From an optimization exercise on the open Yosys and OpenROAD flow, aimed at small area; shortcuts taken in it are not production practice.
Only simulation tests tie the RTL to the original design; equivalence was not proved.
Power is estimated from default activity; no workload was simulated.

### flow/design.v
`default_nettype none
package soc_ifc_pkg;
    localparam int DATA_W     = 32;
    localparam int ADDR_W     = 6;
    localparam int FUSE_WORDS = 8;
    localparam int FUSE_SEL_W = $clog2(FUSE_WORDS);
    localparam logic [ADDR_W-1:0] ADDR_FUSE_BASE      = 6'h00;
    localparam logic [ADDR_W-1:0] ADDR_FUSE_WR_DONE   = 6'h08;
    localparam logic [ADDR_W-1:0] ADDR_WDT_T1_EN      = 6'h10;
    localparam logic [ADDR_W-1:0] ADDR_WDT_T1_RESTART = 6'h11;
    localparam logic [ADDR_W-1:0] ADDR_WDT_T1_PERIOD  = 6'h12;
    localparam logic [ADDR_W-1:0] ADDR_WDT_T2_EN      = 6'h13;
    localparam logic [ADDR_W-1:0] ADDR_WDT_T2_RESTART = 6'h14;
    localparam logic [ADDR_W-1:0] ADDR_WDT_T2_PERIOD  = 6'h15;
    localparam logic [ADDR_W-1:0] ADDR_WDT_STATUS     = 6'h16;
    localparam logic [ADDR_W-1:0] ADDR_ERROR_INTR_STS = 6'h17;
    localparam logic [ADDR_W-1:0] ADDR_HW_ERROR_FATAL = 6'h18;
    typedef enum logic [4:0] {
        REG_NONE = 5'd0,
        REG_FUSE,
        REG_FUSE_WR_DONE,
        REG_WDT_T1_EN,
        REG_WDT_T1_RESTART,
        REG_WDT_T1_PERIOD,
        REG_WDT_T2_EN,
        REG_WDT_T2_RESTART,
        REG_WDT_T2_PERIOD,
        REG_WDT_STATUS,
        REG_ERROR_INTR_STS,
        REG_HW_ERROR_FATAL
    } reg_idx_t;
    typedef struct packed {
        logic              req;
        logic              write;
        logic              soc_req;
        logic [ADDR_W-1:0] addr;
        logic [DATA_W-1:0] wdata;
    } soc_ifc_req_t;
    typedef struct packed {
        logic              valid;
        logic              err;
        logic [DATA_W-1:0] rdata;
    } soc_ifc_rsp_t;
    typedef struct packed {
        logic                  valid;
        reg_idx_t              idx;
        logic [FUSE_SEL_W-1:0] fuse_sel;
        logic                  write_en;
        logic                  err;
        logic [DATA_W-1:0]     wdata;
    } reg_op_t;
    typedef struct packed {
        logic              t1_en;
        logic              t2_en;
        logic              t1_restart;
        logic              t2_restart;
        logic [DATA_W-1:0] t1_period;
        logic [DATA_W-1:0] t2_period;
    } wdt_cfg_t;
    typedef struct packed {
        logic t2_timeout;
        logic t1_timeout;
    } wdt_status_t;
endpackage
`default_nettype wire
`timescale 1ns/1ps
`default_nettype none
module soc_ifc_top (
    input  wire                            clk,
    input  wire                            cptra_rst_b,
    input  wire soc_ifc_pkg::soc_ifc_req_t req_i,
    output soc_ifc_pkg::soc_ifc_rsp_t      rsp_o,
    output logic                           fuse_done_o,
    output logic                           error_intr_o,
    output logic                           cptra_error_fatal_o,
    output logic                           nmi_intr_o
);
    logic [4:0]  a1;         
    logic [31:0] wd1;        
    logic        v1, we1, re1;
    logic        done_q;
    logic        mapped, refuse;
    always_comb begin
        mapped = ~req_i.addr[5] & (~req_i.addr[3] | (req_i.addr[2:0] == 3'd0));
        refuse = ~mapped;
        if (req_i.addr[4:0] == 5'h08)
            refuse = refuse | (req_i.write & (~req_i.soc_req | done_q));
        else if (req_i.addr[4:3] == 2'b00)
            refuse = refuse | (req_i.write & done_q);
    end
    always_ff @(posedge clk or negedge cptra_rst_b) begin
        if (!cptra_rst_b) begin
            v1  <= 1'b0;
            we1 <= 1'b0;
            re1 <= 1'b0;
        end else begin
            v1  <= req_i.req;
            we1 <= req_i.req & req_i.write & ~refuse;
            re1 <= req_i.req & ~req_i.write & ~refuse;
        end
    end
    always_ff @(posedge clk) begin
        a1  <= req_i.addr[4:0];
        wd1 <= req_i.wdata;
    end
    function automatic logic wr(input logic [4:0] a);
        wr = we1 & (a1 == a);
    endfunction
    logic [7:0][31:0] fuse_q;
    logic [7:0]       fuse_vld;
    logic [31:0]      p1_q, p2_q;
    logic             p1_vld, p2_vld;
    logic             t1_en_q, t2_en_q;
    logic [1:0]       intr_q;
    logic             fatal_q;
    logic [1:0]       to_q, to_f;
    logic [31:0]      cn1_q, cn2_q;
    logic fuse_wr;
    assign fuse_wr = we1 & (a1[4:3] == 2'b00);
    always_ff @(posedge clk) begin
        for (int w = 0; w < 8; w++)
            if (fuse_wr && a1[2:0] == w[2:0]) fuse_q[w] <= wd1;
        if (wr(5'h12)) p1_q <= wd1;
        if (wr(5'h15)) p2_q <= wd1;
    end
    always_ff @(posedge clk or negedge cptra_rst_b) begin
        if (!cptra_rst_b) begin
            fuse_vld <= '0;
            p1_vld   <= 1'b0;
            p2_vld   <= 1'b0;
            done_q   <= 1'b0;
            t1_en_q  <= 1'b0;
            t2_en_q  <= 1'b0;
        end else begin
            for (int w = 0; w < 8; w++)
                if (fuse_wr && a1[2:0] == w[2:0]) fuse_vld[w] <= 1'b1;
            if (wr(5'h12)) p1_vld <= 1'b1;
            if (wr(5'h15)) p2_vld <= 1'b1;
            if (wr(5'h08)) done_q  <= wd1[0];
            if (wr(5'h10)) t1_en_q <= wd1[0];
            if (wr(5'h13)) t2_en_q <= wd1[0];
        end
    end
    logic [1:0] svc;
    logic       rst1, rst2, fatal_clr;
    assign svc       = {2{wr(5'h17)}} & wd1[1:0];
    assign rst1      = wr(5'h11) & wd1[0];
    assign rst2      = wr(5'h14) & wd1[0];
    assign fatal_clr = wr(5'h18) & wd1[0];
    logic run1, run2, clr1, clr2, ge1, ge2;
    assign run1 = t1_en_q;
    assign clr1 = ~t1_en_q | rst1 | svc[0];
    assign run2 = t2_en_q | to_q[0];
    assign clr2 = ~run2 | rst2 | svc[1];
    logic [32:0] lt1_c, lt2_c;
    always_comb begin
        lt1_c[0] = 1'b0;
        lt2_c[0] = 1'b0;
        for (int i = 0; i < 32; i++) begin
            lt1_c[i+1] = (cn1_q[i] & p1_q[i]) | ((cn1_q[i] | p1_q[i]) & lt1_c[i]);
            lt2_c[i+1] = (cn2_q[i] & p2_q[i]) | ((cn2_q[i] | p2_q[i]) & lt2_c[i]);
        end
    end
    assign ge1 = ~p1_vld | ~lt1_c[32];
    assign ge2 = ~p2_vld | ~lt2_c[32];
    logic cnt1, cnt2;
    assign cnt1 = run1 & ~to_q[0];
    assign cnt2 = run2 & ~to_q[1];
    function automatic logic [31:0] dec_mask(input logic [31:0] cn, input logic lz);
        logic z;
        z = 1'b1;
        for (int i = 0; i < 16; i++) begin
            dec_mask[i] = z;
            z = z & ~cn[i];
        end
        z = lz;
        for (int i = 16; i < 32; i++) begin
            dec_mask[i] = z;
            z = z & ~cn[i];
        end
    endfunction
    logic lz1_q, lz2_q;
    always_ff @(posedge clk) begin
        cn1_q <= {32{clr1}} | (cn1_q ^ ({32{cnt1}} & dec_mask(cn1_q, lz1_q)));
        cn2_q <= {32{clr2}} | (cn2_q ^ ({32{cnt2}} & dec_mask(cn2_q, lz2_q)));
        lz1_q <= ~clr1 & (cnt1 ? (cn1_q[15:0] == 16'h0001) : lz1_q);
        lz2_q <= ~clr2 & (cnt2 ? (cn2_q[15:0] == 16'h0001) : lz2_q);
        to_f  <= to_q;
    end
    logic fatal_cond;
    assign fatal_cond = to_q[1] & ~t2_en_q;
    always_ff @(posedge clk or negedge cptra_rst_b) begin
        if (!cptra_rst_b) begin
            to_q    <= '0;
            intr_q  <= '0;
            fatal_q <= 1'b0;
        end else begin
            to_q[0]   <= ~clr1 & (to_q[0] | (run1 & ge1));
            to_q[1]   <= ~clr2 & (to_q[1] | (run2 & ge2));
            intr_q[0] <= (intr_q[0] & ~svc[0]) | (to_q[0] & ~to_f[0]);
            intr_q[1] <= (intr_q[1] & ~svc[1]) | (to_q[1] & ~to_f[1] & t2_en_q);
            fatal_q   <= (fatal_q & ~fatal_clr) | fatal_cond;
        end
    end
    logic       v2, e2, re2;
    logic [4:0] a2;
    logic [1:0] dyn_q;
    always_ff @(posedge clk or negedge cptra_rst_b) begin
        if (!cptra_rst_b) begin
            v2    <= 1'b0;
            e2    <= 1'b0;
            re2   <= 1'b0;
            dyn_q <= '0;
        end else begin
            v2  <= v1;
            e2  <= v1 & ~we1 & ~re1;
            re2 <= re1;
            dyn_q <= {2{re1}} & ((a1 == 5'h16) ? to_q :
                                 (a1 == 5'h17) ? intr_q :
                                 (a1 == 5'h18) ? {1'b0, fatal_q} : 2'b00);
        end
    end
    always_ff @(posedge clk) a2 <= a1;
    logic [31:0] rdata;
    always_comb begin
        rdata = '0;
        for (int w = 0; w < 8; w++)
            if (re2 && fuse_vld[w] && a2 == w[4:0]) rdata = rdata | fuse_q[w];
        if (re2 && p1_vld && a2 == 5'h12) rdata = rdata | p1_q;
        if (re2 && p2_vld && a2 == 5'h15) rdata = rdata | p2_q;
        rdata[0] = rdata[0] | (re2 & ((a2 == 5'h08 & done_q) | (a2 == 5'h10 & t1_en_q)
                                     | (a2 == 5'h13 & t2_en_q)));
        rdata[1:0] = rdata[1:0] | dyn_q;
    end
    assign rsp_o.valid         = v2;
    assign rsp_o.err           = e2;
    assign rsp_o.rdata         = rdata;
    assign fuse_done_o         = done_q;
    assign error_intr_o        = |intr_q;
    assign cptra_error_fatal_o = fatal_cond;
    assign nmi_intr_o          = fatal_cond;
endmodule
`default_nettype wire
### flow/flow/run.sh
#!/bin/bash
# Standard ORFS layout with these changes to how cells are chosen:
# - synthesis maps logic with an area-oriented ABC script (flow/abc_map.script)
#   in place of ORFS's speed script; everything else in synthesis is standard,
#   so registers keep the standard synthesis's names and cell types
# - every port gets the smallest buffer (buf_1)
# - clock tree synthesis uses clkbuf_8 over clusters of up to 16 sinks and
#   inserts no dummy loads
# Each step's full output goes to its own log here (synth.log, standard.log)
# and ORFS's per-step logs stay under orfs/logs.
set -euo pipefail
work=$(pwd)
rm -rf "$work/scripts_area"
cp -r "$FLOW_HOME/scripts" "$work/scripts_area"
cp "$work/flow/abc_map.script" "$work/scripts_area/abc_speed.script"
export BUFFER_PORTS_ARGS="-buffer_cell sky130_fd_sc_hd__buf_1"
export CTS_ARGS="-sink_clustering_enable -repair_clock_nets -dont_use_dummy_load -buf_list sky130_fd_sc_hd__clkbuf_8 -sink_clustering_size 16 -sink_clustering_max_diameter 80"
SCRIPTS_DIR="$work/scripts_area" bash standard.sh synth > synth.log 2>&1
bash standard.sh > standard.log 2>&1
### flow/flow/abc_map.script
strash
&get -n
&st
&dch
&nf -a
&st
&syn2
&dch
&nf -a
&st
&syn2
&dch
&nf -a -R 1000
&put
topo
stime -c
### flow/standard.sh
#!/bin/bash
# synth_recipe.tcl (not shown) runs the flow's synth.tcl, then flattens the netlist and writes it again
# the make line also repeats each setting of config.mk as NAME=value (left out here)
make -C /OpenROAD-flow-scripts/flow DESIGN_CONFIG=/design/flow/config.mk WORK_HOME=/design/flow/orfs CLKGATE_MAP_FILE= SYNTH_SCRIPT=/design/flow/synth_recipe.tcl "${@:-finish}"
### flow/config.mk
export PLATFORM = sky130hd
export DESIGN_NAME = soc_ifc_top
export DESIGN_NICKNAME = soc_ifc_top
export VERILOG_FILES = /design/flow/design.v
export SDC_FILE = /design/flow/constraint.sdc
export NUM_CORES = 4
export LEC_CHECK = 0
export CAP_MARGIN = 0
export CORE_MARGIN = 2
export CORE_UTILIZATION = 65
export PLACE_DENSITY = 0.75
export SLEW_MARGIN = 0
### flow/constraint.sdc
create_clock -name core_clock -period 5.0 [get_ports {clk}]
set_input_delay 1.0000 -clock core_clock [delete_from_list [all_inputs] [get_ports {clk}]]
set_output_delay 1.0000 -clock core_clock [all_outputs]
set_load 0.01 [all_outputs]
==> impl_results.rst, run 1 <==
.. list-table::
   :header-rows: 1

   * - Metric
     - Value
   * - Post-synthesis instance area
     - 16150 µm²
   * - Largest stage delay on the critical path
     - 440 ps
   * - Result of the run
     - timing/DRC/antenna clean
   * - Clock sink count
     - 456
   * - Vias in the first global route
     - ~9600
   * - Synthesized-area fraction occupied by ao, oa, aoi and oai cells
     - between 10 and 15%
   * - Chip width
     - 161.6 µm
   * - Aggregate global routing overflow
     - 0
   * - Critical Path Slowest Stage Cell
     - sky130_fd_sc_hd__dfrtp_1
   * - CTS-repair resized insts
     - 0
   * - Global placement routability congestion
     - just over 0.9
   * - Clock root buffer
     - sky130_fd_sc_hd__clkbuf_8
   * - Mean cell area of the mapped netlist
     - roughly 16 µm²
   * - Number of synthesized register bits
     - 456
   * - Hold-fix buffers at CTS
     - 0
   * - Footprint of the flip-flops and latches
     - 12460 µm²
   * - Layout net count
     - between 1000 and 1500
   * - Share of the clock period used by the worst path
     - 87.38%
   * - Fin. max-slew vios
     - 0
   * - CTS tree
     - yes
   * - Count of buffers from port buffering
     - 80
   * - Data arrival time of the critical path
     - 4790 ps
   * - Min Clock Period, post-route
     - between 4000 and 5000 ps
   * - Antenna Violating Nets Remaining
     - 0
   * - GR met3 Demand/Resource
     - under 10%
   * - Series of cell instances along the critical path
     - nor2_1 -> or2_0 -> clkinv_1 -> nand2_1 -> or3_1 -> or3_1 -> or3_1 -> or3_1 -> or2_0 -> or3_1 -> or2_0 -> or3_1 -> o21ai_0 -> o311ai_0
   * - Post-CTS Setup Repair Bufs
     - 0
   * - Arithmetic-cell share of the synthesized area counting full adders, half adders and majority gates
     - 0.1550%
   * - Total negative slack
     - 0 ps
   * - Area share of xor/xnor cells in the synthesized design
     - 0.4882%
   * - Largest vdd supply drop
     - 0.3170 mV
   * - Clock network latency to the later pin of the worst-skew pair
     - 560 ps
   * - Layout Area Growth over Synthesis
     - 8.679%
   * - Overall Global Routing Usage
     - 28.10%
   * - Initial core utilization
     - 66.39%
   * - Cell Pwr Density
     - 334.9 nW/µm²
   * - Leading cell types in the layout, fill and taps excluded
     - 320 x sky130_fd_sc_hd__edfxtp_1, 110 x sky130_fd_sc_hd__dfxtp_1, 80 x sky130_fd_sc_hd__buf_1
   * - Clock input transition at the sequential cells of the worst setup and hold paths
     - 100 ps
   * - Height of the die
     - between 150 and 200 µm
   * - Busiest layer in global routing
     - met2
   * - Rows
     - 57
   * - Data required time at the worst endpoint
     - 5420 ps
   * - Vias per Instance
     - 6.743
   * - Least setup slack across all paths after layout
     - roughly 630 ps
   * - Switching fraction of total power
     - approximately a fifth
   * - Most common cell type on the critical path
     - sky130_fd_sc_hd__or3_1
   * - Residual DRC
     - 0
   * - Max transition margin
     - 12.84%
   * - RSZ-0062 raised after global routing
     - no
   * - Post-synth top flop
     - sky130_fd_sc_hd__edfxtp_1
   * - DP HPWL
     - roughly 22000 µm
   * - Pin count of the biggest net entering global routing
     - 35
   * - Max-cap check violation count
     - 0
   * - Number of enable flip-flop cells after synthesis
     - 320
   * - Full die area
     - 26120 µm²
   * - Critical path capture point type
     - register
   * - Synthesized netlist net count
     - 1076
   * - Fraction of the mapped netlist area in simple logic gates
     - 8.260%
   * - Crit path kind
     - register to register
   * - Path category of the worst min-delay check
     - register to register
   * - Largest family of logic cells by synthesized area
     - compound AO/OA/AOI/OAI gates
   * - Clock tree skew after final layout
     - 33.66 ps
   * - Multi-input gate area in the final layout
     - 3705 µm²
   * - Count of routing violations after the opening detailed-route iteration
     - about 1300
   * - Global Route met1 Usage
     - between 30% and 40%
   * - Wire length per cell after detailed routing
     - 24.54 µm
   * - Top fanout value on the critical path
     - 5
   * - Internal Power
     - 4716 µW
   * - Number of antenna violations at the first check in global routing
     - 0
   * - Combinational power share
     - 1.3%
   * - Count of endpoints failing setup in the final report
     - 0
   * - Number of warnings issued by yosys
     - 1
   * - Share of power burned in the clock network
     - 28.5%
   * - Fmax achieved
     - about 230 MHz
   * - H-tree level count
     - 2
   * - Antenna diode count
     - 0
   * - Share of cells above drive strength 1
     - 5.928%
   * - Wire length of the first global-routing pass
     - between 50000 and 60000 µm
   * - Fraction of synthesized area in multiplexers
     - 0.2092%
   * - Kind of cell adding the most delay to the critical path
     - simple AND/OR/NAND/NOR gates
   * - Async set-reset flop share out of synthesis
     - 5.702%
   * - Type of origin of the critical path
     - register
   * - Buffer levels on the longest clock path
     - 3
   * - Met2 layer usage reported by global route
     - 47.77%
   * - Detailed-routing iteration count for the pre-antenna-repair pass
     - 10
   * - Number of different library cells in the post-synthesis netlist
     - 48
   * - Leading cell type in the layout, fill and taps excluded
     - sky130_fd_sc_hd__edfxtp_1
   * - Total via count in the routed design
     - roughly 10000
   * - Worst setup timing slack at the placement stage
     - between 700 and 800 ps
   * - Transition time at the pin with the least slew margin
     - 1306 ps
   * - Fin. Hold Viols
     - 0
   * - Number of buffer and inverter stages on the critical path
     - 1
   * - Routed wire length
     - 36520 µm
   * - Part of the total power dissipated in sequential elements
     - 70.2%
   * - Cells after synthesis
     - 1031
   * - Total I/O pin count
     - 81
   * - Power dissipated by switching net loads
     - about 1200 µW
   * - Fill count
     - 1584
   * - Core region area
     - 24320 µm²
   * - Inserted Clock Buffers
     - 34
   * - Fraction of the yosys area taken by sequential cells
     - 77.18%
   * - Leakage power of the design
     - 0.005672 µW
[through the flow]
stage / util [%] / cell area, µm² / hold WS, ps / instances / power, µW
final: 72.16 / 17550 / 380.2 / 1488 / 5877
after global routing: 72.16 / 17550 / 387.8 / 1488 / 6041
after CTS: 72.16 / 17550 / 381.6 / 1488 / 5895
after detailed placement: 70.23 / 17080 / 360.5 / 1454 / 4290
after global placement: 70.23 / 17080 / 352.7 / 1454 / 4285
after floorplan: - / 16150 / 346.3 / 1031 / 4232
[layer usage]
| layer | routed length, µm | up-vias |
|---|---|---|
| met4 | 747 | 0 |
| met1 | 14690 | 5031 |
| li1 | - | 4505 |
| met2 | 18340 | 443 |
| met5 | 0 | - |
| met3 | 2736 | 55 |
[power groups by stage]
stage	combinational [µW]	clock (µW)	sequential (µW)
floorplan	41.3	0	4190
global placement	76.6	0	4210
detailed placement	78.3	0	4210
CTS	78.1	1690	4130
global route	85.8	1820	4130
finish	77.7	1670	4130
[cells in the mapped netlist, drive strengths merged (24+ instances only)]
library cell,number,area [µm²]
nand3,50,250.2
nor2,24,90.09
a221oi,25,219.0
a222oi,62,620.6
nand2,75,281.5
o21ai,54,270.3
edfxtp,320,9609
a21oi,32,160.2
and3,30,187.7
dfxtp,110,2202
a22oi,51,382.9
dfrtp,26,650.6
[logic make-up (layout without fill, tap and decap cells)]
family	Yosys count	in the layout
AOI/OAI and AO/OA	290	290
xor gates and xnor gates	9	9
adders and majority gates	2	2
buffers and inverters	11	144
DFF	456	456
muxes	3	3
and+or+nand+nor	260	260
[worst reg2reg max path, stage by stage (launching register included)]
cell                       delay (ps)
sky130_fd_sc_hd__dfrtp_1          440
sky130_fd_sc_hd__nor2_1           130
sky130_fd_sc_hd__or2_0            300
sky130_fd_sc_hd__clkinv_1         110
sky130_fd_sc_hd__nand2_1           90
sky130_fd_sc_hd__or3_1            380
sky130_fd_sc_hd__or3_1            400
sky130_fd_sc_hd__or3_1            410
sky130_fd_sc_hd__or3_1            380
sky130_fd_sc_hd__or2_0            280
sky130_fd_sc_hd__or3_1            360
sky130_fd_sc_hd__or2_0            280
sky130_fd_sc_hd__or3_1            390
sky130_fd_sc_hd__o21ai_0          150
sky130_fd_sc_hd__o311ai_0         130
[layout make-up]
| cell class | instances | area share, % |
|---|---|---|
| multi-input cells | 564 | 21.11 |
| well taps | 324 | 2.310 |
| flip-flops and latches | 456 | 71.02 |
| clock buffers | 34 | 2.667 |
| inverters | 8 | 0.1711 |
| repair buffers | 102 | 2.724 |
[state kept, by name (all words and copies together), names as in the netlist, 2 cells and up]
signal    count
to_q          2
wd1          32
a1            5
intr_q        2
cn2_q        32
p1_q         32
fuse_vld      8
p2_q         32
a2            5
fuse_q      256
dyn_q         2
to_f          2
cn1_q        32
[worst paths after layout]
check,from,endpoint,slack [ps],cells after the start
worst max-delay path,t2_en_q,cn2_q[31],630,14
min in group asynchronous,cptra_rst_b,fuse_vld[2],420,2
worst min register to register,v1,v2,380,0
worst max register to register,t2_en_q,cn2_q[31],630,14
worst min-delay path,v1,v2,380,0
max in group asynchronous,cptra_rst_b,fuse_vld[0],4300,2
==> run 2, diff against run 1 <==
==> flow/flow/abc_map.script (replaced) <==
strash
&get -n
&st
&syn2
&dch -f
&nf -a -R 1000
&put
topo
stime -c
--- a/flow/config.mk
+++ b/flow/config.mk
@@ -7,3 +7,3 @@
 export LEC_CHECK = 0
-export CAP_MARGIN = 0
+export CAP_MARGIN = 20
 export CORE_MARGIN = 2
@@ -11,2 +11,2 @@
 export PLACE_DENSITY = 0.75
-export SLEW_MARGIN = 0
+export SLEW_MARGIN = 20
==> run 2 against run 1 <==
  * Largest power group unchanged
  * Core utilization up 0.27 points
  * Register-to-register slack better by 30 ps
  * Clock-buffer cell count stayed put
  * Sequential share of layout area shrank 0.26 points
  * Setup slack improved by 26 ps
  * Area after synthesis is 0.34% lower
  * First-iteration DRC count up 3.1%
  * Via count decreased by 0.67%
  * Combinational power rose by 3.2%
  * Cell count shrank 0.47%
==> impl_results.rst, run 2 <==
.. list-table::
   :header-rows: 1

   * - Metric
     - Value
   * - Critical path capture point type
     - register
   * - Aggregate global routing overflow
     - 0 (unchanged)
   * - Path category of the worst min-delay check
     - register to register
   * - Share of cells above drive strength 1
     - 6.655% (+0.73 points)
   * - Pin count of the biggest net entering global routing
     - 35 (unchanged)
   * - Result of the run
     - timing/DRC/antenna clean
   * - Initial core utilization
     - 66.17% (-0.23 points)
   * - Hold-fix buffers at CTS
     - 0 (unchanged)
   * - Antenna diode count
     - 0 (unchanged)
   * - Antenna Violating Nets Remaining
     - 0 (unchanged)
   * - Vias per Instance
     - 6.730 (-0.20%)
   * - Number of synthesized register bits
     - 456 (unchanged)
   * - Count of endpoints failing setup in the final report
     - 0 (unchanged)
   * - Number of enable flip-flop cells after synthesis
     - 320 (unchanged)
   * - Vias in the first global route
     - 9808 (+1.8%)
   * - Leakage power of the design
     - 0.005708 µW (+0.65%)
   * - Largest Register
     - fuse_q
   * - RSZ-0062 raised after global routing
     - no
   * - Final std cell area, no fill
     - 17610 µm² (+0.37%)
   * - Dpl cells
     - 1445 (-0.62%)
   * - Wire length of the first global-routing pass
     - 55230 µm (about the same)
   * - Number of antenna violations at the first check in global routing
     - 0 (unchanged)
   * - Met2 WL post-DR
     - 17450 µm (-4.9%)
   * - Fill count
     - 1553 (-2.0%)
   * - Series of cell instances along the critical path
     - o21ai_0 -> clkinv_1 -> nand2_1 -> or2_0 -> or3_1 -> or2_0 -> or3_1 -> or2_0 -> or3_1 -> or2_0 -> or3_1 -> or2_0 -> nor3_1 -> xnor2_1 -> nand2_1
   * - Top fanout value on the critical path
     - 7 (+2)
   * - Layout Area Growth over Synthesis
     - 9.455%
   * - Most common cell type on the critical path
     - sky130_fd_sc_hd__or2_0
   * - Residual DRC
     - 0 (unchanged)
   * - Largest cells by area after synthesis
     - sky130_fd_sc_hd__edfxtp_1 60%, sky130_fd_sc_hd__dfxtp_1 14%, sky130_fd_sc_hd__dfrtp_1 4.0%
   * - Least setup slack across all paths after layout
     - 656.9 ps (+25.68 ps)
   * - Data arrival time of the critical path
     - 4780 ps (about the same)
   * - Critical Path Slowest Stage Cell
     - sky130_fd_sc_hd__dfrtp_1
   * - Number of different library cells in the post-synthesis netlist
     - 43 (-10%)
   * - Layout net count
     - 1204 (-0.58%)
   * - Leading cell types in the layout, fill and taps excluded
     - 320 x sky130_fd_sc_hd__edfxtp_1, 110 x sky130_fd_sc_hd__dfxtp_1, 80 x sky130_fd_sc_hd__buf_1
   * - Max transition margin
     - 28.72% (+16 points)
   * - Detailed-routing iteration count for the pre-antenna-repair pass
     - 9 (-1)
   * - Rows
     - 57 (unchanged)
   * - Crit path kind
     - register to register
   * - Largest vdd supply drop
     - 0.3182 mV (+0.39%)
   * - Count of buffers from port buffering
     - 80 (unchanged)
   * - Transition time at the pin with the least slew margin
     - 1068 ps (-237.9 ps)
   * - Total I/O pin count
     - 81 (unchanged)
   * - Total negative slack
     - 0 ps (unchanged)
   * - Internal Power
     - 4716 µW (about the same)
   * - Post-synth top flop
     - sky130_fd_sc_hd__edfxtp_1
   * - Largest stage delay on the critical path
     - 460 ps (+20 ps)
   * - Routed wire length
     - 35680 µm (-2.3%)
   * - CTS tree
     - yes
   * - Share of power burned in the clock network
     - 28.5% (about the same)
   * - Max-cap check violation count
     - 0 (unchanged)
   * - Post-Place Cell Area
     - 17090 µm² (about the same)
   * - Post-synthesis instance area
     - 16090 µm² (-0.34%)
   * - Mean cell area of the mapped netlist
     - 15.81 µm² (+0.93%)
   * - CTS-repair resized insts
     - 0 (unchanged)
   * - Part of the total power dissipated in sequential elements
     - 70.1% (about the same)
   * - Number of warnings issued by yosys
     - 1 (unchanged)
   * - Cell Pwr Density
     - 334.5 nW/µm² (-0.13%)
   * - H-tree level count
     - 2 (unchanged)
   * - Combinational power share
     - 1.4% (about the same)
   * - Synthesized netlist net count
     - 1063 (-1.2%)
   * - Async set-reset flop share out of synthesis
     - 5.702% (unchanged)
   * - Clock root buffer
     - sky130_fd_sc_hd__clkbuf_8
   * - Leading cell type in the layout, fill and taps excluded
     - sky130_fd_sc_hd__edfxtp_1
   * - Clock sink count
     - 456 (unchanged)
   * - Buffer levels on the longest clock path
     - 3 (unchanged)
   * - Logic depth of the worst register-to-register path
     - 15 (+1)
   * - Core region area
     - 24320 µm² (unchanged)
   * - Clock tree skew after final layout
     - 42.48 ps (+8.811 ps)
   * - Number of flip-flops under the largest register name
     - 256 (unchanged)
   * - Final standard cell count with taps included and fillers excluded
     - 1481 (-0.47%)
   * - Count leader, synth
     - sky130_fd_sc_hd__edfxtp_1
   * - Clock input transition at the sequential cells of the worst setup and hold paths
     - 100 ps (about the same)
   * - Data required time at the worst endpoint
     - 5430 ps (about the same)
   * - Wire length per cell after detailed routing
     - 24.09 µm (-1.8%)
   * - Commonest cells in the synthesized netlist
     - 320 x sky130_fd_sc_hd__edfxtp_1, 110 x sky130_fd_sc_hd__dfxtp_1, 69 x sky130_fd_sc_hd__nand3_1
   * - Post-CTS Setup Repair Bufs
     - 0 (unchanged)
   * - Fraction of the yosys area taken by sequential cells
     - 77.44% (+0.26 points)
   * - Highest routed metal layer
     - met4
   * - Full die area
     - 26030 µm² (-0.33%)
   * - Library cell with the largest summed area after synthesis
     - sky130_fd_sc_hd__edfxtp_1
   * - Overall Global Routing Usage
     - 27.88% (-0.22 points)
   * - Total via count in the routed design
     - 9967 (-0.67%)
   * - Met3 wire length
     - 2677 µm (-2.2%)
   * - Inserted Clock Buffers
     - 34 (unchanged)
   * - Hold depth
     - 0 (unchanged)
   * - Count of routing violations after the opening detailed-route iteration
     - 1306 (+3.1%)
   * - Area fraction of the dominant cell type after synthesis
     - 59.72% (+0.20 points)
   * - Global placement routability congestion
     - 0.9013 (-0.52%)
   * - Share of the clock period used by the worst path
     - 86.86% (-0.51 points)
   * - Fin. max-slew vios
     - 0 (unchanged)
   * - Met1 wire length
     - 14590 µm (-0.69%)
   * - Switching fraction of total power
     - 19.95% (+0.19 points)
   * - Cells after synthesis
     - 1018 (-1.3%)
   * - DP HPWL
     - 22300 µm (+3.3%)
   * - Power dissipated by switching net loads
     - 1175 µW (+1.2%)
   * - Worst setup timing slack at the placement stage
     - 697.6 ps (-16.49 ps)
   * - Fmax achieved
     - 230.3 MHz (+0.59%)
   * - Min Clock Period, post-route
     - 4343 ps (-25.68 ps)
   * - Height of the die
     - 161.3 µm (-0.17%)
   * - Type of origin of the critical path
     - register
   * - Clock network latency to the later pin of the worst-skew pair
     - 550 ps (about the same)
   * - Fin. Hold Viols
     - 0 (unchanged)
   * - Chip width
     - 161.3 µm (-0.17%)
==> run 2: cell count changes after synthesis, sizes merged, moves of 5 or more <==
cell	previous run	this run
nor3	5	10
clkinv	8	13
o21ai	54	49
nand3	50	69
a22oi	51	25
a221oi	25	43
or4	9	4
and3	30	7
xor2	7	2
a22o	16	31
nand2	75	63
==> run 2: final cells by class <==
cell class	count	area (µm²)	share of cell area (%)
Multi-Input combinational cell	546	3651	20.73
Sequential cell	456	12460	70.75
Timing Repair Buffer	108	578.1	3.282
Inverter	13	48.80	0.2770
Clock buffer	34	467.9	2.657
Tap cell	324	405.4	2.302
==> run 2: power groups by stage <==
| stage | combinational (µW) | sequential, µW | clock [µW] |
|---|---|---|---|
| floorplan | 40.8 | 4190 | 0 |
| global placement | 76.4 | 4210 | 0 |
| detailed placement | 78.2 | 4210 | 0 |
| CTS | 80.0 | 4130 | 1700 |
| global route | 89.3 | 4140 | 1830 |
| finish | 80.2 | 4130 | 1680 |
==> run 2: worst paths after layout <==
kind                             startpoint        end  slack [ps]
max in group asynchronous       cptra_rst_b         v1        4260
worst max register to register      t2_en_q  cn2_q[31]         660
worst max-delay path                t2_en_q  cn2_q[31]         660
worst min-delay path                     v1         v2         380
worst min register to register           v1         v2         380
min in group asynchronous       cptra_rst_b    fatal_q         430
==> run 2: per-layer routing <==
layer	vias to the layer above	track usage, %
li1	4511	-
met1	4898	39.32
met2	486	45.57
met3	72	3.595
met4	0	10.02
met5	-	0
==> run 2: worst max-delay path: cells and delay by family, from the launching register on <==
family	cells	cell delay, ps
compound gates	1	220
buf+inv	1	130
xor+xnor	1	160
simple gates	12	3270
flops	1	460
==> run 2: cells by family after synthesis <==
logic type               count (synthesis)  share of synthesized area, %
AO/OA/AOI/OAI                          290                         13.75
multiplexers                             2                        0.1399
buffers and inverters                   16                        0.4432
adder cells (fa/ha/maj)                  2                        0.1555
flip-flops                             456                         77.44
XOR/XNOR                                 8                        0.4354
AND/OR/NAND/NOR                        244                         7.636
==> run 2: stage by stage <==
| step | hold slack [ps] | util [%] | total power [µW] |
|---|---|---|---|
| after floorplan | 346.3 | - | 4234 |
| after global placement | 355.1 | 70.10 | 4287 |
| after detailed placement | 368.1 | 70.27 | 4292 |
| after CTS | 381.1 | 72.20 | 5906 |
| after global routing | 388.0 | 72.42 | 6059 |
| final | 377.3 | 72.42 | 5891 |
==> run 3, diff against run 2 <==
==> flow/flow/abc_map.script (replaced) <==
strash
&get -n
&st
&dch
&nf -a
&st
&syn2
&dch
&nf -a
&st
&syn2
&dch
&nf -a -R 1000
&put
topo
stime -c
==> run 3 against run 2 <==
  * Synthesized cell count grew 1.3%
  * Still clean on timing, DRC and antenna
  * Highest routed layer unchanged
  * Register-to-register slack better by 20 ps
  * Area after synthesis rose by 0.34%
  * Combinational power down 2%
  * First-iteration DRC count down 6.8%
  * Cell count grew 0.47%
  * Maximum frequency rose by 0.39%
  * Design area down 0.31%
  * Sequential share of layout area rose by 0.22 points
==> impl_results.rst, run 3 <==
.. list-table::
   :header-rows: 1

   * - Metric
     - Value
   * - Buffer levels on the longest clock path
     - 3 (unchanged)
   * - Transition time at the pin with the least slew margin
     - 1070 ps (+1.986 ps)
   * - Cells after synthesis
     - 1031 (+1.3%)
   * - Register-to-Register Setup Slack
     - 670 ps (+20 ps)
   * - Mean cell area of the mapped netlist
     - 15.66 µm² (-0.92%)
   * - Series of cell instances along the critical path
     - nor2_1 -> or2_0 -> clkinv_1 -> nand2_1 -> or3_1 -> or3_1 -> or3_1 -> or3_1 -> or2_0 -> or3_1 -> or2_0 -> or3_1 -> o21ai_0 -> o311ai_0
   * - Wire length of the first global-routing pass
     - 55430 µm (+0.36%)
   * - Data required time at the worst endpoint
     - 5420 ps (about the same)
   * - Routed wire length
     - 36450 µm (+2.2%)
   * - CTS-repair resized insts
     - 0 (unchanged)
   * - Leakage power of the design
     - 0.005671 µW (-0.65%)
   * - Total power draw
     - 5873 µW (-0.31%)
   * - Path category of the worst min-delay check
     - register to register
   * - Most common cell type on the critical path
     - sky130_fd_sc_hd__or3_1
   * - Met2 layer usage reported by global route
     - 48.00% (+2.4 points)
   * - Antenna diode count
     - 0 (unchanged)
   * - Inserted Clock Buffers
     - 34 (unchanged)
   * - H-tree level count
     - 2 (unchanged)
   * - Largest stage delay on the critical path
     - 430 ps (-30 ps)
   * - Detailed-routing iteration count for the pre-antenna-repair pass
     - 7 (-2)
   * - Result of the run
     - timing/DRC/antenna clean
   * - Global placement routability congestion
     - 0.9060 (+0.52%)
   * - Leading cell types in the layout, fill and taps excluded
     - 320 x sky130_fd_sc_hd__edfxtp_1, 110 x sky130_fd_sc_hd__dfxtp_1, 80 x sky130_fd_sc_hd__buf_1
   * - Fill count
     - 1586 (+2.1%)
   * - Chip width
     - 161.6 µm (+0.17%)
   * - DP HPWL
     - 21650 µm (-2.9%)
   * - Fin. max-slew vios
     - 0 (unchanged)
   * - Total negative slack
     - 0 ps (unchanged)
   * - Busiest layer in global routing
     - met2
   * - Count of endpoints failing setup in the final report
     - 0 (unchanged)
   * - Pin count of the biggest net entering global routing
     - 35 (unchanged)
   * - Share of the clock period used by the worst path
     - 86.52% (-0.34 points)
   * - Clock network latency to the later pin of the worst-skew pair
     - 560 ps (about the same)
   * - Type of origin of the critical path
     - register
   * - Clock input transition at the sequential cells of the worst setup and hold paths
     - 100 ps (about the same)
   * - Wire length per cell after detailed routing
     - 24.50 µm (+1.7%)
   * - Hold-fix buffers at CTS
     - 0 (unchanged)
   * - Fmax achieved
     - 231.1 MHz (+0.39%)
   * - Largest Register
     - fuse_q
   * - Height of the die
     - 161.6 µm (+0.17%)
   * - CTS tree
     - yes
   * - Synthesized netlist net count
     - 1076 (+1.2%)
   * - Top fanout value on the critical path
     - 5 (-2)
   * - Count of buffers from port buffering
     - 80 (unchanged)
   * - Aggregate global routing overflow
     - 0 (unchanged)
   * - Number of different library cells in the post-synthesis netlist
     - 48 (+12%)
   * - Commonest cells in the synthesized netlist
     - 320 x sky130_fd_sc_hd__edfxtp_1, 110 x sky130_fd_sc_hd__dfxtp_1, 75 x sky130_fd_sc_hd__nand2_1
   * - Core region area
     - 24320 µm² (unchanged)
   * - Total via count in the routed design
     - 10051 (+0.84%)
   * - Share of cells above drive strength 1
     - 5.928% (-0.73 points)
   * - Clock root buffer
     - sky130_fd_sc_hd__clkbuf_8
   * - Critical Path Slowest Stage Cell
     - sky130_fd_sc_hd__dfrtp_1
   * - Leading cell type in the layout, fill and taps excluded
     - sky130_fd_sc_hd__edfxtp_1
   * - Fraction of the mapped netlist area in simple logic gates
     - 8.260% (+0.62 points)
   * - Largest vdd supply drop
     - 0.3212 mV (+0.95%)
   * - Async set-reset flop share out of synthesis
     - 5.702% (unchanged)
   * - Crit path kind
     - register to register
   * - Vias per Instance
     - 6.755 (+0.37%)
   * - Arithmetic-cell share of the synthesized area counting full adders, half adders and majority gates
     - 0.1550% (-0.00053 points)
   * - Total I/O pin count
     - 81 (unchanged)
   * - Count of routing violations after the opening detailed-route iteration
     - 1217 (-6.8%)
   * - Overall Global Routing Usage
     - 28.17% (+0.29 points)
   * - Max transition margin
     - 28.67% (-0.056 points)
   * - Initial core utilization
     - 66.39% (+0.23 points)
   * - Clock tree skew after final layout
     - 37.58 ps (-4.892 ps)
   * - Count leader, synth
     - sky130_fd_sc_hd__edfxtp_1
   * - Synthesized-area fraction occupied by ao, oa, aoi and oai cells
     - 13.38% (-0.36 points)
   * - Fraction of the yosys area taken by sequential cells
     - 77.18% (-0.26 points)
   * - Vias in the first global route
     - 9628 (-1.8%)
   * - Global Route met1 Usage
     - 38.77% (-0.55 points)
   * - Fraction of synthesized area in multiplexers
     - 0.2092% (+0.069 points)
   * - Area fraction of the dominant cell type after synthesis
     - 59.51% (-0.20 points)
   * - RSZ-0062 raised after global routing
     - no
   * - Data arrival time of the critical path
     - 4750 ps (-30 ps)
   * - Number of synthesized register bits
     - 456 (unchanged)
   * - Antenna Violating Nets Remaining
     - 0 (unchanged)
   * - Number of antenna violations at the first check in global routing
     - 0 (unchanged)
   * - Critical path capture point type
     - register
   * - Number of flip-flops under the largest register name
     - 256 (unchanged)
   * - GR met3 Demand/Resource
     - 4.212% (+0.62 points)
   * - Number of enable flip-flop cells after synthesis
     - 320 (unchanged)
   * - Full die area
     - 26120 µm² (+0.33%)
   * - Residual DRC
     - 0 (unchanged)
   * - Largest cells by area after synthesis
     - sky130_fd_sc_hd__edfxtp_1 60%, sky130_fd_sc_hd__dfxtp_1 14%, sky130_fd_sc_hd__dfrtp_1 4.0%
   * - Number of warnings issued by yosys
     - 1 (unchanged)
   * - Area share of xor/xnor cells in the synthesized design
     - 0.4882% (+0.053 points)
   * - Library cell with the largest summed area after synthesis
     - sky130_fd_sc_hd__edfxtp_1
   * - Clock sink count
     - 456 (unchanged)
   * - Post-synth top flop
     - sky130_fd_sc_hd__edfxtp_1
   * - Post-CTS Setup Repair Bufs
     - 0 (unchanged)
   * - Layout net count
     - 1211 (+0.58%)
   * - Layout Area Growth over Synthesis
     - 8.741%
   * - Largest family of logic cells by synthesized area
     - compound AO/OA/AOI/OAI gates
   * - Cell Pwr Density
     - 334.5 nW/µm² (about the same)
   * - Fin. Hold Viols
     - 0 (unchanged)
   * - Post-synthesis instance area
     - 16150 µm² (+0.34%)
   * - Rows
     - 57 (unchanged)
   * - Max-cap check violation count
     - 0 (unchanged)
   * - Min Clock Period, post-route
     - 4326 ps (-16.89 ps)
==> run 3: kinds of logic (layout without fill, tap and decap cells) <==
kind of cell / Yosys count / in the layout
flops: 456 / 456
mux: 3 / 3
simple gates: 260 / 260
buf+inv: 11 / 144
xor+xnor: 9 / 9
fa+ha+maj: 2 / 2
compound gates: 290 / 290
==> run 3: cell type report <==
| cell class | count | area, µm² | share of cell area (%) |
|---|---|---|---|
| sequential | 456 | 12460 | 70.98 |
| clock buffer | 34 | 467.9 | 2.665 |
| timing repair buffer | 102 | 478.0 | 2.722 |
| tap | 324 | 405.4 | 2.309 |
| inverter | 8 | 30.03 | 0.1710 |
| multi-input combinational | 564 | 3715 | 21.16 |
==> run 3: stage by stage <==
stage | utilization [%] | cell area (µm²) | worst slack (ps) | hold WS [ps] | cells
final | 72.20 | 17560 | 673.8 | 377.4 | 1488
after CTS | 72.18 | 17550 | 676.4 | 381.8 | 1488
after detailed placement | 70.25 | 17090 | 704.6 | 360.5 | 1454
after floorplan | - | 16150 | 995.7 | 346.3 | 1031
after global routing | 72.20 | 17560 | 345.7 | 387.8 | 1488
after global placement | 70.23 | 17080 | 813.4 | 352.7 | 1454
==> run 3: where the power goes <==
group / switching [µW] / internal, µW
Sequential: 55.0 / 4070
Combinational: 49.2 / 28.9
Clock: 1050 / 614
Total: 1160 / 4720
==> run 3: final timing paths <==
check,startpoint,to,cells after the start
setup / recovery,t2_en_q,cn2_q[31],14
hold / removal,v1,v2,0
setup reg to reg,t2_en_q,cn2_q[31],14
hold reg to reg,v1,v2,0
max in group asynchronous,cptra_rst_b,fuse_vld[5],2
min in group asynchronous,cptra_rst_b,fuse_vld[3],2
==> run 3: worst max-delay path, delay by kind of cell (launching register included) <==
| kind | cells | cell delay, ps |
|---|---|---|
| compound gates | 2 | 280 |
| buf+inv | 1 | 110 |
| flops | 1 | 430 |
| simple gates | 11 | 3360 |
==> run 3: routing by layer <==
metal	part of all wire, %	vias up	routed length [µm]
li1	-	4517	-
met1	40	5028	14610
met2	50	447	18250
met3	7.9	59	2889
met4	1.9	0	701
met5	0	-	0
==> run 4, diff against run 3 <==
--- a/flow/flow/run.sh
+++ b/flow/flow/run.sh
@@ -16,3 +16,3 @@
 export BUFFER_PORTS_ARGS="-buffer_cell sky130_fd_sc_hd__buf_1"
-export CTS_ARGS="-sink_clustering_enable -repair_clock_nets -dont_use_dummy_load -buf_list sky130_fd_sc_hd__clkbuf_8 -sink_clustering_size 16 -sink_clustering_max_diameter 80"
+export CTS_ARGS="-sink_clustering_enable -repair_clock_nets -dont_use_dummy_load -buf_list {sky130_fd_sc_hd__clkbuf_4 sky130_fd_sc_hd__clkbuf_8} -sink_clustering_size 12 -sink_clustering_max_diameter 60"
 SCRIPTS_DIR="$work/scripts_area" bash standard.sh synth > synth.log 2>&1
==> run 4 against run 3 <==
  * Combinational power about the same
  * Via count is 0.37% higher
  * Design area rose by 0.71%
  * Synthesized cell count did not move
  * Cell count is 0.60% higher
  * Flip-flop and latch count did not move
  * Global-route usage is essentially flat
  * First-iteration DRC count decreased by 9.0%
==> impl_results.rst, run 4 <==
.. list-table::
   :header-rows: 1

   * - Metric
     - Value
   * - Transition time at the pin with the least slew margin
     - 1087 ps (+16.84 ps)
   * - Routed wire length
     - 36590 µm (+0.39%)
   * - Most common cell type on the critical path
     - sky130_fd_sc_hd__or3_1
   * - Largest stage delay on the critical path
     - 430 ps (about the same)
   * - Data arrival time of the critical path
     - 4780 ps (+30 ps)
   * - Path category of the worst min-delay check
     - register to register
   * - Count of routing violations after the opening detailed-route iteration
     - 1108 (-9.0%)
   * - Number of buffer and inverter stages on the critical path
     - 1 (unchanged)
   * - Count of endpoints failing setup in the final report
     - 0 (unchanged)
   * - Min Clock Period, post-route
     - 4358 ps (+32.07 ps)
   * - Pin count of the biggest net entering global routing
     - 35 (unchanged)
   * - Data required time at the worst endpoint
     - 5420 ps (about the same)
   * - Inserted Clock Buffers
     - 43 (+26%)
   * - Library cell with the largest summed area after synthesis
     - sky130_fd_sc_hd__edfxtp_1
   * - Area fraction of the dominant cell type after synthesis
     - 59.51% (unchanged)
   * - Worst setup timing slack at the placement stage
     - 704.6 ps (unchanged)
   * - Post-CTS Setup Repair Bufs
     - 0 (unchanged)
   * - Met2 WL post-DR
     - 18000 µm (-1.4%)
   * - Antenna Violating Nets Remaining
     - 0 (unchanged)
   * - Core region area
     - 24320 µm² (unchanged)
   * - Height of the die
     - 161.6 µm (unchanged)
   * - Leading cell types in the layout, fill and taps excluded
     - 320 x sky130_fd_sc_hd__edfxtp_1, 110 x sky130_fd_sc_hd__dfxtp_1, 80 x sky130_fd_sc_hd__buf_1
   * - CTS tree
     - yes
   * - Number of antenna violations at the first check in global routing
     - 0 (unchanged)
   * - Total negative slack
     - 0 ps (unchanged)
   * - Initial core utilization
     - 66.39% (unchanged)
   * - Fraction of the yosys area taken by sequential cells
     - 77.18% (unchanged)
   * - Cell Pwr Density
     - 343.5 nW/µm² (+2.7%)
   * - Rows
     - 57 (unchanged)
   * - CTS-repair resized insts
     - 0 (unchanged)
   * - Leakage power of the design
     - 0.005736 µW (+1.1%)
   * - Series of cell instances along the critical path
     - nor2_1 -> or2_0 -> clkinv_1 -> nand2_1 -> or3_1 -> or3_1 -> or3_1 -> or3_1 -> or2_0 -> or3_1 -> or2_0 -> or3_1 -> o21ai_0 -> o311ai_0
   * - Post-synthesis instance area
     - 16150 µm² (unchanged)
   * - Total via count in the routed design
     - 10088 (+0.37%)
   * - Least setup slack across all paths after layout
     - 641.7 ps (-32.07 ps)
   * - Clock network latency to the later pin of the worst-skew pair
     - 580 ps (+20 ps)
   * - Largest cells by area after synthesis
     - sky130_fd_sc_hd__edfxtp_1 60%, sky130_fd_sc_hd__dfxtp_1 14%, sky130_fd_sc_hd__dfrtp_1 4.0%
   * - H-tree level count
     - 2 (unchanged)
   * - Top fanout value on the critical path
     - 5 (unchanged)
   * - Synthesized netlist net count
     - 1076 (unchanged)
   * - Fin. Hold Viols
     - 0 (unchanged)
   * - Result of the run
     - timing/DRC/antenna clean
   * - Antenna diode count
     - 0 (unchanged)
   * - Count of buffers from port buffering
     - 80 (unchanged)
   * - Clock tree skew after final layout
     - 54.34 ps (+16.75 ps)
   * - Global placement routability congestion
     - 0.9060 (unchanged)
   * - Fin. max-slew vios
     - 0 (unchanged)
   * - Leading cell type in the layout, fill and taps excluded
     - sky130_fd_sc_hd__edfxtp_1
   * - Met3 wire length
     - 2735 µm (-5.3%)
   * - Hold-fix buffers at CTS
     - 0 (unchanged)
   * - Residual DRC
     - 0 (unchanged)
   * - Number of enable flip-flop cells after synthesis
     - 320 (unchanged)
   * - Count leader, synth
     - sky130_fd_sc_hd__edfxtp_1
   * - Wire length per cell after detailed routing
     - 24.44 µm (-0.21%)
   * - Clock root buffer
     - sky130_fd_sc_hd__clkbuf_8
   * - Max-cap check violation count
     - 0 (unchanged)
   * - Post-synth top flop
     - sky130_fd_sc_hd__edfxtp_1
   * - Met1 wire length
     - 15020 µm (+2.8%)
   * - Fmax achieved
     - 229.4 MHz (-0.74%)
   * - Aggregate global routing overflow
     - 0 (unchanged)
   * - Cells after synthesis
     - 1031 (unchanged)
   * - Max transition margin
     - 27.55% (-1.1 points)
   * - Commonest cells in the synthesized netlist
     - 320 x sky130_fd_sc_hd__edfxtp_1, 110 x sky130_fd_sc_hd__dfxtp_1, 75 x sky130_fd_sc_hd__nand2_1
   * - Clock input transition at the sequential cells of the worst setup and hold paths
     - 80 ps (-20 ps)
   * - Critical path capture point type
     - register
   * - Mean cell area of the mapped netlist
     - 15.66 µm² (unchanged)
   * - Buffer levels on the longest clock path
     - 3 (unchanged)
   * - Chip width
     - 161.6 µm (unchanged)
   * - Wire length of the first global-routing pass
     - 55420 µm (about the same)
   * - Async set-reset flop share out of synthesis
     - 5.702% (unchanged)
   * - Kind of cell adding the most delay to the critical path
     - simple AND/OR/NAND/NOR gates
   * - Highest routed metal layer
     - met4
   * - Total I/O pin count
     - 81 (unchanged)
   * - Number of different library cells in the post-synthesis netlist
     - 48 (unchanged)
   * - Clock sink count
     - 456 (unchanged)
   * - Critical Path Slowest Stage Cell
     - sky130_fd_sc_hd__dfrtp_1
   * - Number of synthesized register bits
     - 456 (unchanged)
   * - Largest Register
     - fuse_q
   * - Vias in the first global route
     - 9634 (+0.062%)
   * - Detailed-routing iteration count for the pre-antenna-repair pass
     - 9 (+2)
   * - Type of origin of the critical path
     - register
   * - Overall Global Routing Usage
     - 28.21% (+0.046 points)
   * - Number of warnings issued by yosys
     - 1 (unchanged)
   * - Largest vdd supply drop
     - 0.2857 mV (-11%)
   * - Layout net count
     - 1220 (+0.74%)
   * - Share of cells above drive strength 1
     - 6.650% (+0.72 points)
   * - Crit path kind
     - register to register
   * - Full die area
     - 26120 µm² (unchanged)
   * - DP HPWL
     - 21650 µm (unchanged)
   * - Layout Area Growth over Synthesis
     - 9.508%
   * - Register-to-Register Setup Slack
     - 640 ps (-30 ps)
   * - Core occupancy in the finished layout
     - 72.71% (+0.51 points)
   * - RSZ-0062 raised after global routing
     - no
   * - Vias per Instance
     - 6.739 (-0.24%)
   * - Number of flip-flops under the largest register name
     - 256 (unchanged)
   * - Share of the clock period used by the worst path
     - 87.17% (+0.64 points)
run 4: worst paths after layout:
check,cells past startpoint,start,to
setup / recovery,14,t2_en_q,cn2_q[31]
hold / removal,0,v1,v2
setup reg to reg,14,t2_en_q,cn2_q[31]
hold reg to reg,0,v1,v2
max in group asynchronous,2,cptra_rst_b,fuse_vld[7]
min in group asynchronous,2,cptra_rst_b,fuse_vld[4]
run 4: final cells by class:
class	instances	area [µm²]
Timing Repair Buffer	102	478.0
Fill cell	1567	6638
Sequential cell	456	12460
Inverter	8	30.03
Clock buffer	43	591.8
Multi-Input combinational cell	564	3715
Tap cell	324	405.4
run 4: logic make-up (layout without fill, tap and decap cells):
logic type / Yosys count / count (layout) / synth area share [%]
buffers and inverters: 11 / 153 / 0.3255
flip-flops: 456 / 456 / 77.18
adder cells (fa/ha/maj): 2 / 2 / 0.1550
AND/OR/NAND/NOR: 260 / 260 / 8.260
XOR/XNOR: 9 / 9 / 0.4882
multiplexers: 3 / 3 / 0.2092
AO/OA/AOI/OAI: 290 / 290 / 13.38
run 4: where the power goes:
part	leakage [µW]	internal (µW)	switching (µW)
combinational	0.00130	28.9	49.6
clock	0.000309	768	1100
sequential	0.00413	4070	55.0
total	0.00574	4870	1200
run 4: metrics by stage:
stage          hold slack (ps)  cell area [µm²]  total power [µW]  cells
6_report                 377.1            17680              6074   1497
5_1_grt                  384.3            17680              6252   1497
3_5_place_dp             360.5            17090              4290   1454
2_1_floorplan            346.3            16150              4232   1031
4_1_cts                  377.6            17680              6105   1497
3_3_place_gp             352.7            17080              4285   1454
run 4: metal layers:
| metal | vias up | GRT usage (%) |
|---|---|---|
| li1 | 4538 | - |
| met1 | 4984 | 39.08 |
| met3 | 68 | 4.391 |
| met2 | 498 | 47.38 |
| met5 | - | 0 |
| met4 | 0 | 8.045 |
==> run 5, diff against run 4 <==
--- a/flow/flow/run.sh
+++ b/flow/flow/run.sh
@@ -16,3 +16,3 @@
 export BUFFER_PORTS_ARGS="-buffer_cell sky130_fd_sc_hd__buf_1"
-export CTS_ARGS="-sink_clustering_enable -repair_clock_nets -dont_use_dummy_load -buf_list {sky130_fd_sc_hd__clkbuf_4 sky130_fd_sc_hd__clkbuf_8} -sink_clustering_size 12 -sink_clustering_max_diameter 60"
+export CTS_ARGS="-sink_clustering_enable -repair_clock_nets -dont_use_dummy_load -buf_list sky130_fd_sc_hd__clkbuf_8 -sink_clustering_size 20 -sink_clustering_max_diameter 90"
 SCRIPTS_DIR="$work/scripts_area" bash standard.sh synth > synth.log 2>&1
==> run 5 against run 4 <==
  * Core utilization is 0.96 points lower
  * Routed wire length is 1.1% lower
  * Power is 6.4% lower
  * Clock-buffer cell count is 17 lower
  * Sequential share of layout area is 0.95 points higher
  * Largest cell class unchanged
  * Critical path depth stayed put
  * Setup slack worse by 0.72 ps
  * Non-clock buffer count stayed put
  * Synthesized cell count stayed put
  * First-iteration DRC count is 1.9% lower
  * Cell count is 1.1% lower
==> impl_results.rst, run 5 <==
.. list-table::
   :header-rows: 1

   * - Metric
     - Value
   * - Result of the run
     - timing/DRC/antenna clean
   * - Post-synth top flop
     - sky130_fd_sc_hd__edfxtp_1
   * - Data arrival time of the critical path
     - 4830 ps (+50 ps)
   * - Max-cap check violation count
     - 0 (unchanged)
   * - Area share of xor/xnor cells in the synthesized design
     - 0.4882% (unchanged)
   * - Clock network latency to the later pin of the worst-skew pair
     - 600 ps (+20 ps)
   * - Arithmetic-cell share of the synthesized area counting full adders, half adders and majority gates
     - 0.1550% (unchanged)
   * - Async set-reset flop share out of synthesis
     - 5.702% (unchanged)
   * - CTS tree
     - yes
   * - Cell Pwr Density
     - 326.0 nW/µm² (-5.1%)
   * - Share of the clock period used by the worst path
     - 87.18% (about the same)
   * - Hold-fix buffers at CTS
     - 0 (unchanged)
   * - Transition time at the pin with the least slew margin
     - 1090 ps (+3.552 ps)
   * - Layout Area Growth over Synthesis
     - 8.059%
   * - Mean cell area of the mapped netlist
     - 15.66 µm² (unchanged)
   * - Post-synthesis instance area
     - 16150 µm² (unchanged)
   * - Part of the total power dissipated in sequential elements
     - 72.6% (+4.6 points)
   * - Internal Power
     - 4571 µW (-6.1%)
   * - Global placement routability congestion
     - 0.9060 (unchanged)
   * - Count leader, synth
     - sky130_fd_sc_hd__edfxtp_1
   * - Antenna diode count
     - 0 (unchanged)
   * - Layout net count
     - 1203 (-1.4%)
   * - Type of origin of the critical path
     - register
   * - Wire length of the first global-routing pass
     - 54890 µm (-0.96%)
   * - RSZ-0062 raised after global routing
     - no
   * - DP HPWL
     - 21650 µm (unchanged)
   * - Overall Global Routing Usage
     - 27.81% (-0.40 points)
   * - Wire length per cell after detailed routing
     - 24.45 µm (about the same)
   * - Chip width
     - 161.6 µm (unchanged)
   * - Critical path capture point type
     - register
   * - Synthesized netlist net count
     - 1076 (unchanged)
   * - Cells after synthesis
     - 1031 (unchanged)
   * - Fin. max-slew vios
     - 0 (unchanged)
   * - Fin. Hold Viols
     - 0 (unchanged)
   * - Antenna Violating Nets Remaining
     - 0 (unchanged)
   * - Min Clock Period, post-route
     - 4359 ps (+0.7170 ps)
   * - Clock root buffer
     - sky130_fd_sc_hd__clkbuf_8
   * - Path category of the worst min-delay check
     - input port to asynchronous set/reset pin
   * - Buffer levels on the longest clock path
     - 3 (unchanged)
   * - Largest cells by area after synthesis
     - sky130_fd_sc_hd__edfxtp_1 60%, sky130_fd_sc_hd__dfxtp_1 14%, sky130_fd_sc_hd__dfrtp_1 4.0%
   * - Number of antenna violations at the first check in global routing
     - 0 (unchanged)
   * - Least setup slack across all paths after layout
     - 641.0 ps (-0.7170 ps)
   * - Clock input transition at the sequential cells of the worst setup and hold paths
     - 120 ps (+40 ps)
   * - Total I/O pin count
     - 81 (unchanged)
   * - Largest Register
     - fuse_q
   * - Area fraction of the dominant cell type after synthesis
     - 59.51% (unchanged)
   * - Max transition margin
     - 27.31% (-0.24 points)
   * - Synthesized-area fraction occupied by ao, oa, aoi and oai cells
     - 13.38% (unchanged)
   * - Number of warnings issued by yosys
     - 1 (unchanged)
   * - Detailed-routing iteration count for the pre-antenna-repair pass
     - 9 (unchanged)
   * - Commonest cells in the synthesized netlist
     - 320 x sky130_fd_sc_hd__edfxtp_1, 110 x sky130_fd_sc_hd__dfxtp_1, 75 x sky130_fd_sc_hd__nand2_1
   * - Number of flip-flops under the largest register name
     - 256 (unchanged)
   * - Leading cell type in the layout, fill and taps excluded
     - sky130_fd_sc_hd__edfxtp_1
   * - Number of synthesized register bits
     - 456 (unchanged)
   * - Switching fraction of total power
     - 19.63% (-0.19 points)
   * - Rows
     - 57 (unchanged)
   * - Total via count in the routed design
     - 9996 (-0.91%)
   * - Height of the die
     - 161.6 µm (unchanged)
   * - Vias per Instance
     - 6.754 (+0.23%)
   * - Vias in the first global route
     - 9536 (-1.0%)
   * - Pin count of the biggest net entering global routing
     - 35 (unchanged)
   * - Count of endpoints failing setup in the final report
     - 0 (unchanged)
   * - Leading cell types in the layout, fill and taps excluded
     - 320 x sky130_fd_sc_hd__edfxtp_1, 110 x sky130_fd_sc_hd__dfxtp_1, 80 x sky130_fd_sc_hd__buf_1
   * - Post-CTS Setup Repair Bufs
     - 0 (unchanged)
   * - Full die area
     - 26120 µm² (unchanged)
   * - H-tree level count
     - 1 (-1)
   * - Count of routing violations after the opening detailed-route iteration
     - 1087 (-1.9%)
   * - Library cell with the largest summed area after synthesis
     - sky130_fd_sc_hd__edfxtp_1
   * - Clock sink count
     - 456 (unchanged)
   * - Initial core utilization
     - 66.39% (unchanged)
   * - Total negative slack
     - 0 ps (unchanged)
   * - Dpl cells
     - 1454 (unchanged)
   * - Fmax achieved
     - 229.4 MHz (about the same)
   * - Top fanout value on the critical path
     - 5 (unchanged)
   * - Fraction of synthesized area in multiplexers
     - 0.2092% (unchanged)
   * - Data required time at the worst endpoint
     - 5470 ps (+50 ps)
   * - Final standard cell count with taps included and fillers excluded
     - 1480 (-1.1%)
   * - Inserted Clock Buffers
     - 26 (-40%)
   * - Power dissipated by switching net loads
     - 1117 µW (-7.2%)
   * - CTS-repair resized insts
     - 0 (unchanged)
   * - Residual DRC
     - 0 (unchanged)
   * - Share of power burned in the clock network
     - 26.0% (-4.7 points)
   * - Fraction of the mapped netlist area in simple logic gates
     - 8.260% (unchanged)
   * - Fraction of the yosys area taken by sequential cells
     - 77.18% (unchanged)
   * - Combinational power share
     - 1.4% (about the same)
   * - Largest family of logic cells by synthesized area
     - compound AO/OA/AOI/OAI gates
   * - Total power draw
     - 5688 µW (-6.4%)
   * - Share of cells above drive strength 1
     - 5.277% (-1.4 points)
   * - Crit path kind
     - register to register
   * - Number of different library cells in the post-synthesis netlist
     - 48 (unchanged)
   * - Leakage power of the design
     - 0.005613 µW (-2.1%)
   * - Core region area
     - 24320 µm² (unchanged)
   * - Routed wire length
     - 36190 µm (-1.1%)
   * - Clock tree skew after final layout
     - 24.18 ps (-30.16 ps)
   * - Largest vdd supply drop
     - 0.3867 mV (+35%)
   * - Number of enable flip-flop cells after synthesis
     - 320 (unchanged)
   * - Aggregate global routing overflow
     - 0 (unchanged)
   * - Worst setup timing slack at the placement stage
     - 704.6 ps (unchanged)
   * - Count of buffers from port buffering
     - 80 (unchanged)
-- run 5: worst max-delay path, stage by stage (launching register included) --
cell and delay (ps):
sky130_fd_sc_hd__dfrtp_1 450, sky130_fd_sc_hd__nor2_1 120, sky130_fd_sc_hd__or2_0 300, sky130_fd_sc_hd__clkinv_1 110
sky130_fd_sc_hd__nand2_1 80, sky130_fd_sc_hd__or3_1 370, sky130_fd_sc_hd__or3_1 410, sky130_fd_sc_hd__or3_1 400
sky130_fd_sc_hd__or3_1 370, sky130_fd_sc_hd__or2_0 280, sky130_fd_sc_hd__or3_1 360, sky130_fd_sc_hd__or2_0 290
sky130_fd_sc_hd__or3_1 390, sky130_fd_sc_hd__o21ai_0 150, sky130_fd_sc_hd__o311ai_0 130
-- run 5: cell families (layout without fill, tap and decap cells) --
family | after synthesis | count (layout)
flops | 456 | 456
compound gates | 290 | 290
simple gates | 260 | 260
buf+inv | 11 | 136
xor+xnor | 9 | 9
mux | 3 | 3
fa+ha+maj | 2 | 2
-- run 5: metrics by stage --
| stage | util [%] | area [µm²] | hold WS [ps] |
|---|---|---|---|
| final | 71.74 | 17450 | 377.7 |
| after detailed placement | 70.25 | 17090 | 360.5 |
| after floorplan | - | 16150 | 346.3 |
| after global placement | 70.23 | 17080 | 352.7 |
| after CTS | 71.72 | 17440 | 369.9 |
| after global routing | 71.74 | 17450 | 387.8 |
-- run 5: layout make-up --
type	count	area [µm²]
flip-flops and latches	456	12460
fillers	1595	6872
multi-input cells	564	3715
repair buffers	102	478.0
well taps	324	405.4
clock buffers	26	357.8
inverters	8	30.03
-- run 5: power groups by stage --
stage / clock, µW / combinational, µW / sequential, µW
CTS: 1500 / 78.6 / 4130
detailed placement: 0 / 78.6 / 4210
finish: 1480 / 78.6 / 4130
global route: 1620 / 86.3 / 4140
floorplan: 0 / 41.3 / 4190
global placement: 0 / 76.6 / 4210
-- run 5: final timing paths --
path / startpoint / endpoint / slack (ps) / depth (start not counted)
hold reg to reg: v1 / v2 / 380 / 0
setup reg to reg: t2_en_q / cn2_q[31] / 640 / 14
min in group core_clock: v1 / v2 / 380 / 0
hold / removal: cptra_rst_b / fuse_vld[3] / 380 / 2
setup / recovery: t2_en_q / cn2_q[31] / 640 / 14
max in group asynchronous: cptra_rst_b / done_q / 4360 / 2
-- run 5: routing by layer --
layer | vias to the layer above | routed length [µm] | share of wire (%) | track usage (%)
li1 | 4494 | - | - | -
met1 | 4955 | 14290 | 39 | 38.49
met2 | 489 | 17940 | 50 | 47.38
met3 | 58 | 3149 | 8.7 | 3.929
met4 | 0 | 821 | 2.3 | 7.241
met5 | - | 0 | 0 | 0

## afterwards: timing with drivers on the ports
How much do the figures lean on ideal ports? The routed layouts below were timed once more, with nothing changed but the port constraints. Step 1: set_driving_cell puts a clkbuf_16 on clk and a buf_2 on each other input, an assumption about the parent block. Step 2 also shifts input and output timing later by t, the mid clock arrival at the registers, as if the neighbouring blocks saw the same clock. Three values: ideal, step 1, step 2; two values: the first two.
| run | t (ns) | slack for setup (ns) | clock arrival spread, ns | worst slew at a driven data input, ns | cell pins on the clock port's net |
|---|---|---|---|---|---|
| run 1 | 0.586 | 0.631 / 0.631 / 0.631 | 0.034 / 0.034 | 0.04 | 1 |
| run 2 | 0.576 | 0.657 / 0.657 / 0.657 | 0.043 / 0.043 | 0.04 | 1 |
| run 3 | 0.584 | 0.674 / 0.674 / 0.674 | 0.037 / 0.038 | 0.04 | 1 |
| run 4 | 0.592 | 0.642 / 0.633 / 0.642 | 0.055 / 0.054 | 0.04 | 1 |
| run 5 | 0.627 | 0.641 / 0.641 / 0.641 | 0.024 / 0.025 | 0.04 | 1 |
After both steps setup and hold are still met in every run listed.
